From an optimization exercise on the open Yosys and OpenROAD flow, aimed at small area and a short achievable clock period; shortcuts taken in it are not production practice. Only simulation tests tie the RTL to the original design; equivalence was not proved.

==> inputs of run Z <==
// fir_filter_top
module fir_filter_top #(
    parameter int DATA_WIDTH = 16                    
) (
    input  logic                               clk,
    input  logic                               rst_n,
    input  logic [DATA_WIDTH-1:0]              data_in,
    input  logic                               data_valid,
    output logic signed [DATA_WIDTH-1:0]       data_out,
    output logic                               data_out_valid,
    input  logic                               coeff_wr,
    input  logic                               coeff_preset,
    input  fir_pkg::fir_shape_e                coeff_preset_sel,
    input  logic [fir_pkg::FIR_ADDR_WIDTH-1:0] coeff_addr,
    input  fir_pkg::fir_coeff_t                coeff_wdata,
    output fir_pkg::fir_coeff_t                coeff_rdata
);
Settings: LEC_CHECK=0, ABC_AREA=1, CAP_MARGIN=20, CORE_MARGIN=2, CORE_UTILIZATION=40, SETUP_SLACK_MARGIN=3.2, SLEW_MARGIN=20; clock period 7.5 ns.
standard.sh (not shown) runs the stock make flow with config.mk's settings and CLKGATE_MAP_FILE= SYNTH_SCRIPT=/design/flow/synth_recipe.tcl, a recipe that flattens the netlist after the stock synthesis.
==> flow/flow/run.sh <==
#!/bin/bash
# Standard layout, with one netlist pass between synthesis and floorplan:
# flow/fixinv.py flips full adders (FA(~a,~b,~c) = ~FA(a,b,c)) and XOR/XNOR types so that
# fewer inverters sit between the carry-save adder cells. Registers and ports are untouched.
set -euo pipefail
R=orfs/results/${FLOW_PLATFORM}/fir_filter_top/base
bash standard.sh synth > synth.log 2>&1
cp $R/1_2_yosys.v $R/1_2_yosys.std.v
python3 flow/fixinv.py $R/1_2_yosys.std.v $R/1_2_yosys.fix.v > fixinv.log 2>&1
cp $R/1_2_yosys.fix.v $R/1_2_yosys.v
rm -f $R/1_synth.odb $R/1_synth.sdc
bash standard.sh do-1_synth > synth_odb.log 2>&1
bash standard.sh finish > finish.log 2>&1
test -f out/final.def
Other scripts of this flow, unchanged in this note and not shown: flow/flow/fixinv.py
==> run H (differences from run Z) <==
--- a/flow/design.v
+++ b/flow/design.v
@@ -6255,35 +6255,48 @@
         else        prod_valid <= window_valid;
     end
     logic [34:0] row_a, row_b;
     assign row_a = {1'b1, r2142, s2371, s2341, s2369, k2396, s2395, k2394, s2393, k2392, k2390, k2388, k2386, k2384, k2382, k2380, k2378, k2376, s2375, k2374, s2373, k2346, s2345, s2307, s2343, k2304, s2303, k2240, s2239, k2144, s2143, r1969, r1968, r1967, r1965};
     assign row_b = {1'b0, k2372, 1'b0, k2370, 1'b0, s2339, 1'b0, s2367, 1'b0, s2365, s2391, s2389, s2387, s2385, s2383, s2381, s2379, s2377, 1'b0, s2349, 1'b0, s2347, 1'b0, k2344, 1'b0, s2305, 1'b0, s2241, 1'b0, s2145, 1'b0, r1970, 1'b0, 1'b0, r1966};
     logic [16:0] lo_sum;
     assign lo_sum = {1'b0, row_a[15:0]} + {1'b0, row_b[15:0]};
-    logic [18:0] hi_a_q, hi_b_q;
+    logic [18:0] hi_p_q, hi_g_q;
     logic        lo_c_q;
     always_ff @(posedge clk or negedge rst_n) begin
         if (!rst_n) begin
-            hi_a_q         <= '0;
-            hi_b_q         <= '0;
+            hi_p_q         <= '0;
+            hi_g_q         <= '0;
             lo_c_q         <= 1'b0;
             data_out_valid <= 1'b0;
         end else begin
             data_out_valid <= prod_valid;
             if (prod_valid) begin
-                hi_a_q <= row_a[34:16];
-                hi_b_q <= row_b[34:16];
+                hi_p_q <= row_a[34:16] ^ row_b[34:16];
+                hi_g_q <= row_a[34:16] & row_b[34:16];
                 lo_c_q <= lo_sum[16];
             end
         end
     end
-    logic [19:0] sum_hi2;
+    logic [19:0] pg_g [0:5];
+    logic [19:0] pg_p [0:5];
+    assign pg_g[0] = {hi_g_q, lo_c_q};
+    assign pg_p[0] = {hi_p_q, 1'b0};
+    for (genvar l = 0; l < 5; l++) begin : g_ks
+        for (genvar i = 0; i < 20; i++) begin : g_bit
+            if (i >= (1 << l)) begin : g_merge
+                assign pg_g[l+1][i] = pg_g[l][i] | (pg_p[l][i] & pg_g[l][i - (1 << l)]);
+                assign pg_p[l+1][i] = pg_p[l][i] & pg_p[l][i - (1 << l)];
+            end else begin : g_pass
+                assign pg_g[l+1][i] = pg_g[l][i];
+                assign pg_p[l+1][i] = pg_p[l][i];
+            end
+        end
+    end
     logic [18:0] sum_hi;
-    assign sum_hi2 = {hi_a_q, lo_c_q} + {hi_b_q, lo_c_q};
-    assign sum_hi  = sum_hi2[19:1];
+    assign sum_hi = hi_p_q ^ pg_g[5][18:0];
     always_comb begin
         if (sum_hi[18:15] == 4'b0000 || sum_hi[18:15] == 4'b1111)
             data_out = sum_hi[15:0];
         else if (sum_hi[18])
             data_out = 16'h8000;
         else
             data_out = 16'h7FFF;
--- a/flow/config.mk
+++ b/flow/config.mk
@@ -5,9 +5,11 @@
 export SDC_FILE = /design/flow/constraint.sdc
 export NUM_CORES = 4
 export LEC_CHECK = 0
 export ABC_AREA = 1
 export CAP_MARGIN = 20
 export CORE_MARGIN = 2
 export CORE_UTILIZATION = 40
+export CTS_CLUSTER_DIAMETER = 120
+export CTS_CLUSTER_SIZE = 20
 export SETUP_SLACK_MARGIN = 3.2
 export SLEW_MARGIN = 20
==> results by group <==
Worst setup path
  – CP Depth: 15
  – Critical path launch point: u_mac_tree.hi_b_q[7]$_DFFE_PN0P_
  – R2R setup slack: about 3.1 ns
  – Critical Path RT: roughly 6.0 ns

Layout
  – Layout non-clock buf frac: under 10%
  – # nets final: 6998
  – Clock buf/inv share: 3.55%
  – Syn-to-layout area delta: 13.2%

Floorplanning
  – Die ar.: 150000 um^2
  – Starting Density: 40.4%

Status
  – Status: finished clean

Routing
  – Wire length on met2: around 110000 um
  – Total Wirelength: between 200000 and 300000 um
  – Drt first pass iters: 7

Global routing
  – Number of global-route vias before repair: 53200
  – Largest net degree at the start of global routing: between 150 and 200
  – Total GRT Usage: between 30 and 40%

Clocking
  – Clock Pin Slew Worst Setup and Hold Paths: ~0.06 ns
The numbers above come from run Z.

==> results by group <==
Routing
  – Drt first pass iters: 8
  – Total Wirelength: 276000 um

Floorplanning
  – Starting Density: 40.4%
  – Die ar.: 151000 um^2

Global routing
  – Total GRT Usage: 36.1%
  – Largest net degree at the start of global routing: ~150
  – Number of global-route vias before repair: ~52000

Worst setup path
  – Critical path launch point: u_coeff_regs.bank_n[125]$_DFFE_PN1P_
  – R2R setup slack: approximately 3.2 ns
  – Critical Path RT: 8.06 ns
  – CP Depth: 10

Layout
  – Clock buf/inv share: roughly 1.7%
  – Layout non-clock buf frac: 2.62%

Status
  – Status: finished clean
The numbers above come from run H.

-- re-timing with driven ports --
No port has a modelled driver above. Below, the same layouts with a new extraction and two added sets of constraints.
Step 1: set_driving_cell puts a clkbuf_16 on clk and a buf_2 on each other input, an assumption about the parent block.
Step 2, shift: input delay + t, output delay - t, t = (earliest + latest rising clock arrival at the registers) / 2. This alone moves slack from input paths to output paths.
Three values: ideal ports, drivers, drivers and shift; two values: the first two.
| run | t (ns) | setup slack, ns | hold slack, ns | worst setup path at the end | cell pins on the clock port's net |
|---|---|---|---|---|---|
| run Z | 0.781 | 3.125 / 3.045 / 2.647 | 0.351 / 0.351 / 0.351 | input to register | 1 |
| run H | 0.732 | 3.158 / 3.079 / 2.427 | 0.355 / 0.355 / 0.355 | input to register | 1 |
After both steps every run listed still meets setup and hold. The setup slack of run H, which loses most, moves by -0.079 ns with the drivers and by -0.731 ns with both steps.
